From an optimization exercise on the open Yosys and OpenROAD flow, aimed at a short achievable clock period and few clock cycles; shortcuts taken in it are not production practice. In this exercise RTL edits were held to simulation tests only and were not proved equivalent to the original.

==> inputs of run P <==
## cpu_top
module cpu_top (
	input  logic        clk,
	input  logic        reset_n,
	input  logic        mem_ack,
	input  logic [31:0] mem_rdata,
	output logic        mem_req,
	output logic        mem_we,
	output logic [31:0] mem_addr,
	output logic [31:0] mem_wdata,
	output logic        halted
);
==> flow/config.mk <==
export PLATFORM = sky130hd
export DESIGN_NAME = cpu_top
export DESIGN_NICKNAME = cpu_top
export VERILOG_FILES = /design/flow/design.v
export SDC_FILE = /design/flow/constraint.sdc
export NUM_CORES = 4
export LEC_CHECK = 0
export ABC_CLOCK_PERIOD_IN_PS = 3000
export CAP_MARGIN = 20
export CORE_MARGIN = 2
export CORE_UTILIZATION = 40
export PLACE_DENSITY = 0.6
export SLEW_MARGIN = 20
export TNS_END_PERCENT = 100
==> flow/constraint.sdc <==
create_clock -name core_clock -period 10.0 [get_ports {clk}]
set_input_delay 2.0000 -clock core_clock [delete_from_list [all_inputs] [get_ports {clk}]]
set_output_delay 2.0000 -clock core_clock [all_outputs]
set_load 0.01 [all_outputs]
standard.sh (not shown) runs the stock make flow with config.mk's settings and CLKGATE_MAP_FILE= SYNTH_SCRIPT=/design/flow/synth_recipe.tcl, a recipe that flattens the netlist after the stock synthesis.
==> flow/flow/run.sh <==
#!/bin/bash
# The standard synthesis, then the standard layout steps with timing repair aimed well
# below the clock period, free cell swaps in repair, no gate cloning (its clones were
# left with slow slews), and plain buffers on the ports.
set -euo pipefail
here=$(pwd)
bash standard.sh synth > make_synth.log 2>&1
bash standard.sh MATCH_CELL_FOOTPRINT=0 SETUP_SLACK_MARGIN=6 SKIP_GATE_CLONING=1 \
	PRE_GLOBAL_PLACE_TCL=$here/flow/pre_global_place.tcl finish > make_finish.log 2>&1
==> flow/flow/pre_global_place.tcl <==
# Port buffers: keep buffer_ports off the delay cells, whose delay sits on every I/O path.
set_dont_use [get_lib_cells {sky130_fd_sc_hd__clkdlybuf4s* sky130_fd_sc_hd__dlygate4sd* sky130_fd_sc_hd__dlymetal6s*}]
==> run Y: changes against run P <==
==> flow/design.v (replaced) <==
`timescale 1ns/1ps
module alu (
	input  logic [2:0]  op,
	input  logic [31:0] a,
	input  logic [31:0] b,
	output logic [31:0] result
);
	localparam logic [2:0] ALU_ADD = 3'd0;
	localparam logic [2:0] ALU_SUB = 3'd1;
	localparam logic [2:0] ALU_AND = 3'd2;
	localparam logic [2:0] ALU_OR  = 3'd3;
	localparam logic [2:0] ALU_SHR = 3'd4;
	localparam logic [2:0] ALU_SHL = 3'd5;
	localparam logic [2:0] ALU_NEG = 3'd6;
	localparam logic [2:0] ALU_NOT = 3'd7;
	logic [4:0] shamt;
	assign shamt = b[4:0];
	always_comb begin
		case (op)
			ALU_ADD: result = a + b;
			ALU_SUB: result = a - b;
			ALU_AND: result = a & b;
			ALU_OR:  result = a | b;
			ALU_SHR: result = a >> shamt;
			ALU_SHL: result = a << shamt;
			ALU_NEG: result = -a;
			default: result = ~a;
		endcase
	end
endmodule
`timescale 1ns/1ps
module register_file (
	input  logic        clk,
	input  logic        reset_n,
	input  logic [3:0]  ra_idx,
	input  logic [3:0]  rb_idx,
	input  logic [3:0]  rc_idx,
	input  logic        write_en,
	input  logic [3:0]  write_idx,
	input  logic [31:0] write_data,
	output logic [31:0] ra_val,
	output logic [31:0] rb_val,
	output logic [31:0] rc_val,
	output logic [15:0] zero,
	output logic [15:0] neg
);
	logic [31:0] regs [16];
	always_ff @(posedge clk) begin
		if (!reset_n) begin
			for (int i = 0; i < 16; i++) begin
				regs[i] <= '0;
			end
		end else if (write_en) begin
			regs[write_idx] <= write_data;
		end
	end
	always_comb begin
		for (int i = 0; i < 16; i++) begin
			zero[i] = (regs[i] == '0);
			neg[i]  = regs[i][31];
		end
	end
	assign ra_val = regs[ra_idx];
	assign rb_val = regs[rb_idx];
	assign rc_val = regs[rc_idx];
endmodule
`timescale 1ns/1ps
module cpu_top (
	input  logic        clk,
	input  logic        reset_n,
	input  logic        mem_ack,
	input  logic [31:0] mem_rdata,
	output logic        mem_req,
	output logic        mem_we,
	output logic [31:0] mem_addr,
	output logic [31:0] mem_wdata,
	output logic        halted
);
	logic        boot;       
	logic        pend;       
	logic        issued;     
	logic        phase;      
	logic        ld_pend;    
	logic [3:0]  ld_idx;     
	logic [31:0] addr_q;
	logic        we_q;
	logic [31:0] wdata_q;
	logic [31:0] npc;        
	logic        halted_q;
	logic        ea_step;    
	logic        ea_st;
	logic        our_ack;
	logic        fetch_ack;
	logic        data_ack;
	logic [31:0] w;
	logic [4:0]  op;
	logic [3:0]  ra, rb, rc;
	logic [1:0]  c2;
	logic [31:0] imm;
	logic [31:0] rav, rbv, rcv, base, ea, pc1, target;
	logic        cond;
	logic [15:0] rz, rn;
	logic        ra_z, ra_n;
	logic        is_ld, is_st, is_br, is_halt, is_ifm, is_alu;
	logic [2:0]  alu_sel;
	logic        ex;
	logic [3:0]  ex_idx;
	logic [2:0]  ex_op;
	logic [31:0] ex_a, ex_b;
	logic [31:0] ex_res;
	logic        rf_we;
	logic [3:0]  rf_widx;
	logic [31:0] rf_wdata;
	localparam logic [4:0] OP_LD   = 5'b00000;
	localparam logic [4:0] OP_LDI  = 5'b00001;
	localparam logic [4:0] OP_ST   = 5'b00010;
	localparam logic [4:0] OP_ADD  = 5'b00011;
	localparam logic [4:0] OP_SUB  = 5'b00100;
	localparam logic [4:0] OP_SHR  = 5'b00101;
	localparam logic [4:0] OP_SHL  = 5'b00110;
	localparam logic [4:0] OP_AND  = 5'b01001;
	localparam logic [4:0] OP_OR   = 5'b01010;
	localparam logic [4:0] OP_ANDI = 5'b01100;
	localparam logic [4:0] OP_ORI  = 5'b01101;
	localparam logic [4:0] OP_NEG  = 5'b10000;
	localparam logic [4:0] OP_NOT  = 5'b10001;
	localparam logic [4:0] OP_BR   = 5'b10010;
	localparam logic [4:0] OP_HALT = 5'b11010;
	localparam logic [2:0] ALU_ADD = 3'd0;
	localparam logic [2:0] ALU_SUB = 3'd1;
	localparam logic [2:0] ALU_AND = 3'd2;
	localparam logic [2:0] ALU_OR  = 3'd3;
	localparam logic [2:0] ALU_SHR = 3'd4;
	localparam logic [2:0] ALU_SHL = 3'd5;
	localparam logic [2:0] ALU_NEG = 3'd6;
	localparam logic [2:0] ALU_NOT = 3'd7;
	assign mem_req   = pend && !mem_ack;
	assign mem_we    = we_q;
	assign mem_addr  = addr_q;
	assign mem_wdata = wdata_q;
	assign halted    = halted_q;
	assign our_ack   = mem_ack && issued;
	assign fetch_ack = our_ack && !phase;
	assign data_ack  = our_ack && phase;
	assign w   = mem_rdata;
	assign op  = w[31:27];
	assign ra  = w[26:23];
	assign rb  = w[22:19];
	assign rc  = w[18:15];
	assign c2  = w[20:19];
	assign imm = {{13{w[18]}}, w[18:0]};
	assign is_ld   = (op == OP_LD);
	assign is_st   = (op == OP_ST);
	assign is_br   = (op == OP_BR);
	assign is_halt = (op == OP_HALT);
	assign is_ifm  = (op == OP_LDI) || (op == OP_ANDI) || (op == OP_ORI);
	always_comb begin
		is_alu  = 1'b1;
		alu_sel = ALU_ADD;
		case (op)
			OP_LDI, OP_ADD: alu_sel = ALU_ADD;
			OP_SUB:         alu_sel = ALU_SUB;
			OP_AND, OP_ANDI: alu_sel = ALU_AND;
			OP_OR, OP_ORI:  alu_sel = ALU_OR;
			OP_SHR:         alu_sel = ALU_SHR;
			OP_SHL:         alu_sel = ALU_SHL;
			OP_NEG:         alu_sel = ALU_NEG;
			OP_NOT:         alu_sel = ALU_NOT;
			default:        is_alu = 1'b0;
		endcase
	end
	register_file u_register_file (
		.clk        (clk),
		.reset_n    (reset_n),
		.ra_idx     (ra),
		.rb_idx     (rb),
		.rc_idx     (rc),
		.write_en   (rf_we),
		.write_idx  (rf_widx),
		.write_data (rf_wdata),
		.ra_val     (rav),
		.rb_val     (rbv),
		.rc_val     (rcv),
		.zero       (rz),
		.neg        (rn)
	);
	assign base   = (rb == 4'd0) ? 32'd0 : rbv;
	assign ea     = ex_a + ex_b;  
	assign pc1    = addr_q + 32'd1;
	assign target = pc1 + imm;
	assign ra_z = rz[ra];
	assign ra_n = rn[ra];
	always_comb begin
		case (c2)
			2'd0:    cond = ra_z;
			2'd1:    cond = !ra_z;
			2'd2:    cond = !ra_n && !ra_z;
			default: cond = ra_n;
		endcase
	end
	alu u_alu (
		.op     (ex_op),
		.a      (ex_a),
		.b      (ex_b),
		.result (ex_res)
	);
	always_comb begin
		rf_we    = 1'b0;
		rf_widx  = ex_idx;
		rf_wdata = ex_res;
		if (ex) begin
			rf_we = 1'b1;
		end else if (data_ack && ld_pend) begin
			rf_we    = 1'b1;
			rf_widx  = ld_idx;
			rf_wdata = mem_rdata;
		end
	end
	always_ff @(posedge clk) begin
		if (!reset_n) begin
			boot     <= 1'b1;
			pend     <= 1'b0;
			issued   <= 1'b0;
			phase    <= 1'b0;
			ld_pend  <= 1'b0;
			addr_q   <= 32'd0;
			we_q     <= 1'b0;
			halted_q <= 1'b0;
			ex       <= 1'b0;
			ea_step  <= 1'b0;
		end else begin
			boot <= 1'b0;
			ex   <= 1'b0;
			ea_step <= 1'b0;
			if (boot) begin
				pend <= 1'b1;
			end
			if (mem_req) begin
				issued <= 1'b1;
			end
			if (fetch_ack) begin
				issued <= 1'b0;
				if (is_ld || is_st) begin
					pend    <= 1'b0;
					ea_step <= 1'b1;
					ea_st   <= is_st;
					ld_pend <= is_ld;
					npc     <= pc1;
				end else if (is_halt) begin
					pend     <= 1'b0;
					halted_q <= 1'b1;
				end else begin
					addr_q <= (is_br && cond) ? target : pc1;
				end
				ex <= is_alu;
			end
			if (ea_step) begin
				addr_q <= ea;
				we_q   <= ea_st;
				phase  <= 1'b1;
				pend   <= 1'b1;
			end
			if (data_ack) begin
				issued <= 1'b0;
				addr_q <= npc;
				we_q   <= 1'b0;
				phase  <= 1'b0;
			end
		end
	end
	always_ff @(posedge clk) begin
		if (fetch_ack) begin
			ld_idx  <= ra;
			ex_idx  <= ra;
			ex_op   <= alu_sel;
			ex_a    <= (is_ifm || is_ld || is_st) ? base : rbv;
			ex_b    <= (is_ifm || is_ld || is_st) ? imm : rcv;
			wdata_q <= rav;
		end
	end
endmodule
==> flow/flow/run.sh (replaced) <==
#!/bin/bash
# The standard layout, with timing repair aimed well below the clock period.
set -euo pipefail
bash standard.sh SETUP_SLACK_MARGIN=6 finish > make_finish.log 2>&1
removed: flow/flow/pre_global_place.tcl
==> run F: changes against run P <==
--- a/flow/design.v
+++ b/flow/design.v
@@ -36,21 +36,16 @@
 	input  logic [3:0]  rb_idx,
 	input  logic [3:0]  rc_idx,
 	input  logic        write_en,
 	input  logic [3:0]  write_idx,
 	input  logic [31:0] write_data,
 	output logic [31:0] ra_val,
 	output logic [31:0] rb_val,
 	output logic [31:0] rc_val,
-	input  logic [7:0]  disp,        
-	output logic [7:0]  rb_lo,       
-	output logic        rb_c,        
-	output logic [23:0] rb_hi_p,     
-	output logic [23:0] rb_hi_m,     
 	output logic [15:0] zero,
 	output logic [15:0] neg
 );
 	logic [31:0] regs [16];
 	always_ff @(posedge clk) begin
 		if (!reset_n) begin
 			for (int i = 0; i < 16; i++) begin
 				regs[i] <= '0;
@@ -58,30 +53,16 @@
 		end else if (write_en) begin
 			regs[write_idx] <= write_data;
 		end
 	end
 	always_comb begin
 		for (int i = 0; i < 16; i++) begin
 			zero[i] = (regs[i] == '0);
 			neg[i]  = regs[i][31];
-		end
-	end
-	logic [8:0] lo [16];
-	always_comb begin
-		rb_lo   = '0;
-		rb_c    = 1'b0;
-		rb_hi_p = '0;
-		rb_hi_m = '0;
-		for (int i = 0; i < 16; i++) begin
-			lo[i]   = {1'b0, regs[i][7:0]} + {1'b0, disp};
-			rb_lo   = rb_lo | (lo[i][7:0] & {8{rb_idx == 4'(i)}});
-			rb_c    = rb_c | (lo[i][8] & (rb_idx == 4'(i)));
-			rb_hi_p = rb_hi_p | ((regs[i][31:8] + 24'd1) & {24{rb_idx == 4'(i)}});
-			rb_hi_m = rb_hi_m | ((regs[i][31:8] - 24'd1) & {24{rb_idx == 4'(i)}});
 		end
 	end
 	assign ra_val = regs[ra_idx];
 	assign rb_val = regs[rb_idx];
 	assign rc_val = regs[rc_idx];
 endmodule
 `timescale 1ns/1ps
 module cpu_top (
@@ -118,17 +99,16 @@
 	localparam logic [2:0] ALU_SHL = 3'd5;
 	localparam logic [2:0] ALU_NEG = 3'd6;
 	localparam logic [2:0] ALU_NOT = 3'd7;
 	logic        boot;       
 	logic        pend;       
 	logic        issued;     
 	logic        phase;      
 	logic        ea_step;    
-	logic        cnear;      
 	logic        ea_st;
 	logic        ld_pend;    
 	logic [31:0] addr_q;
 	logic        we_q;
 	logic [31:0] wdata_q;
 	logic [31:0] npc;        
 	logic        halted_q;
 	logic        our_ack;
@@ -151,17 +131,17 @@
 	logic [31:0] ea;
 	logic [3:0]  wdst;       
 	logic        wb;         
 	logic [31:0] wb_data;
 	logic        rf_we;
 	logic [31:0] rf_wdata;
 	assign mem_req   = pend && !mem_ack;
 	assign mem_we    = we_q;
-	assign mem_addr  = {cnear ? near_hc : addr_q[31:8], addr_q[7:0]};
+	assign mem_addr  = addr_q;
 	assign mem_wdata = wdata_q;
 	assign halted    = halted_q;
 	assign our_ack   = mem_ack && issued;
 	assign fetch_ack = our_ack && !phase;
 	assign data_ack  = our_ack && phase;
 	assign op  = mem_rdata[31:27];
 	assign ra  = mem_rdata[26:23];
 	assign rb  = mem_rdata[22:19];
@@ -195,48 +175,22 @@
 		.rb_idx     (rb),
 		.rc_idx     (rc),
 		.write_en   (rf_we),
 		.write_idx  (wdst),
 		.write_data (rf_wdata),
 		.ra_val     (rav),
 		.rb_val     (rbv),
 		.rc_val     (rcv),
-		.disp       (mem_rdata[7:0]),
-		.rb_lo      (rb_lo),
-		.rb_c       (rb_c),
-		.rb_hi_p    (rb_hi_p),
-		.rb_hi_m    (rb_hi_m),
 		.zero       (rz),
 		.neg        (rn)
 	);
 	assign base = (rb == 4'd0) ? 32'd0 : rbv;
 	assign pc1    = addr_q + 32'd1;
 	assign target = pc1 + imm;
-	logic        imm_small;
-	logic [7:0]  rb_lo;
-	logic        rb_c;
-	logic [23:0] rb_hi_p, rb_hi_m, near_hn;
-	logic [23:0] near_hc;
-	assign imm_small = (mem_rdata[18:8] == 11'd0) || (mem_rdata[18:8] == 11'h7ff);
-	assign near_hn   = mem_rdata[18] ? rb_hi_m : base[31:8];
-	logic        sel_ab, sel_nr, sel_hc, sel_tg, sel_pc, sel_ex, sel_np, addr_load;
-	logic [31:0] addr_next;
-	assign sel_ab    = fetch_ack && (is_ld || is_st) && (rb == 4'd0);
-	assign sel_nr    = fetch_ack && (is_ld || is_st) && (rb != 4'd0) && imm_small;
-	assign sel_hc    = cnear;
-	assign sel_tg    = fetch_ack && is_br && cond;
-	assign sel_pc    = fetch_ack && !is_ld && !is_st && !is_halt && !(is_br && cond);
-	assign sel_ex    = ea_step;
-	assign sel_np    = data_ack;
-	assign addr_load = sel_ab || sel_nr || sel_hc || sel_tg || sel_pc || sel_ex || sel_np;
-	assign addr_next = ({32{sel_ab}} & imm) | ({32{sel_nr}} & {near_hn, rb_lo}) |
-	                   ({32{sel_hc}} & {near_hc, addr_q[7:0]}) |
-	                   ({32{sel_tg}} & target) | ({32{sel_pc}} & pc1) |
-	                   ({32{sel_ex}} & ea) | ({32{sel_np}} & npc);
 	assign ra_z = rz[ra];
 	assign ra_n = rn[ra];
 	always_comb begin
 		case (c2)
 			2'd0:    cond = ra_z;
 			2'd1:    cond = !ra_z;
 			2'd2:    cond = !ra_n && !ra_z;
 			default: cond = ra_n;
@@ -253,71 +207,64 @@
 	assign rf_wdata = wb ? wb_data : ex_res;
 	always_ff @(posedge clk) begin
 		if (!reset_n) begin
 			boot     <= 1'b1;
 			pend     <= 1'b0;
 			issued   <= 1'b0;
 			phase    <= 1'b0;
 			ea_step  <= 1'b0;
-			cnear    <= 1'b0;
 			ld_pend  <= 1'b0;
 			addr_q   <= 32'd0;
 			we_q     <= 1'b0;
 			halted_q <= 1'b0;
 			ex       <= 1'b0;
 			wb       <= 1'b0;
 		end else begin
-			if (addr_load) begin
-				addr_q <= addr_next;
-			end
 			boot    <= 1'b0;
 			ex      <= fetch_ack && is_alu;
 			wb      <= data_ack && ld_pend;
-			ea_step <= fetch_ack && (is_ld || is_st) && (rb != 4'd0) && !imm_small;
-			cnear   <= sel_nr && rb_c;
+			ea_step <= fetch_ack && (is_ld || is_st);
 			if (boot) begin
 				pend <= 1'b1;
 			end
 			if (mem_req) begin
 				issued <= 1'b1;
 			end
 			if (fetch_ack) begin
 				issued <= 1'b0;
 				if (is_ld || is_st) begin
-					if (rb == 4'd0 || imm_small) begin
-						we_q   <= is_st;
-						phase  <= 1'b1;
-					end else begin
-						pend   <= 1'b0;
-					end
+					pend    <= 1'b0;
 					ea_st   <= is_st;
 					ld_pend <= is_ld;
 					npc     <= pc1;
 				end else if (is_halt) begin
 					pend     <= 1'b0;
 					halted_q <= 1'b1;
+				end else begin
+					addr_q <= (is_br && cond) ? target : pc1;
 				end
 			end
 			if (ea_step) begin
+				addr_q <= ea;
 				we_q   <= ea_st;
 				phase  <= 1'b1;
 				pend   <= 1'b1;
 			end
 			if (data_ack) begin
 				issued <= 1'b0;
+				addr_q <= npc;
 				we_q   <= 1'b0;
 				phase  <= 1'b0;
 			end
 		end
 	end
 	always_ff @(posedge clk) begin
 		ex_op   <= alu_sel;
 		ex_a    <= is_ifm ? base : rbv;
-		near_hc <= mem_rdata[18] ? base[31:8] : rb_hi_p;
 		ex_b    <= is_ifm ? imm : rcv;
 		wb_data <= mem_rdata;
 	end
 	always_ff @(posedge clk) begin
 		if (fetch_ack) begin
 			wdst    <= ra;
 			wdata_q <= rav;
 		end
==> impl_metrics.yaml <==
outcome:
  outcome: "finished clean"
power_and_ir_drop:
  switching_share_pct: 35.15
  p_int_mw: 6.252
timing:
  relSlewSlack_pct: 11.09
critical_path:
  required_ps: 8000
yosys:
  synthTopCellsByArea: "edfxtp_1 (35%), mux4_2 (23%), dfxtp_1 (5.6%), nor2_1 (4.7%), ha_1 (3.5%)"
clock_tree:
  cts_buffers: 83
Source of the figures above: run F

==> impl_metrics.yaml <==
yosys:
  synthTopCellsByArea: "edfxtp_1 (24%), mux4_2 (15%), xnor2_1 (6.0%), ha_1 (5.0%), nor2_1 (4.9%)"
detailed_routing:
  dr.pass1.iters: 10
  dr_total_vias: 85059
critical_path:
  required_ps: 10650
power_and_ir_drop:
  p_int_mw: 7.144
  switching_share_pct: 42.11
timing:
  relSlewSlack_pct: 10.26
worst_hold_path:
  min_to: "we_q$_SDFFE_PP0P_"
clock_tree:
  cts_buffers: 86
outcome:
  outcome: "finished clean"
Source of the figures above: run P

==> impl_metrics.yaml <==
outcome:
  outcome: "finished clean"
critical_path:
  required_ps: 10540
power_and_ir_drop:
  switching_share_pct: 28.28
  p_int_mw: 5.564
clock_tree:
  cts_buffers: 78
yosys:
  synthTopCellsByArea: "edfxtp_1 (39%), mux4_2 (23%), nor2_1 (5.3%), ha_1 (3.9%), a21oi_1 (2.3%)"
Source of the figures above: run Y

Testbench counts of run P, summed over its fixed seeds: cycles 45,848.
Testbench counts of run Y, summed over its fixed seeds: cycles 47,634.
Testbench counts of run F, summed over its fixed seeds: cycles 47,634.

port drivers added, routing unchanged:
The results above use ideal ports. As a check the final layouts listed here were re-extracted and re-timed, cells and wires unchanged.
Step 1, drivers: a clkbuf_16 drives clk and a buf_2 each remaining input, both assumed.
Step 2 also shifts input and output timing later by t, the mid clock arrival at the registers, as if the neighbouring blocks saw the same clock.
Three values: ideal, step 1, step 2; two values: the first two.
| run | t (ns) | setup slack, ns | worst setup path at the end | slew at the worst register clock pin (ns) | cell pins on the clock port's net |
|---|---|---|---|---|---|
| run P | 0.863 | 5.556 / 5.525 / 4.920 | input to register | 0.09 / 0.09 | 1 |
| run Y | 0.718 | 5.654 / 5.432 / 4.715 | input to register | 0.07 / 0.07 | 1 |
| run F | 0.730 | 5.703 / 5.657 / 4.945 | input to register | 0.07 / 0.07 | 1 |
After both steps setup and hold are still met in every run listed. The setup slack of run Y, which loses most, moves by -0.222 ns with the drivers and by -0.939 ns with both steps.
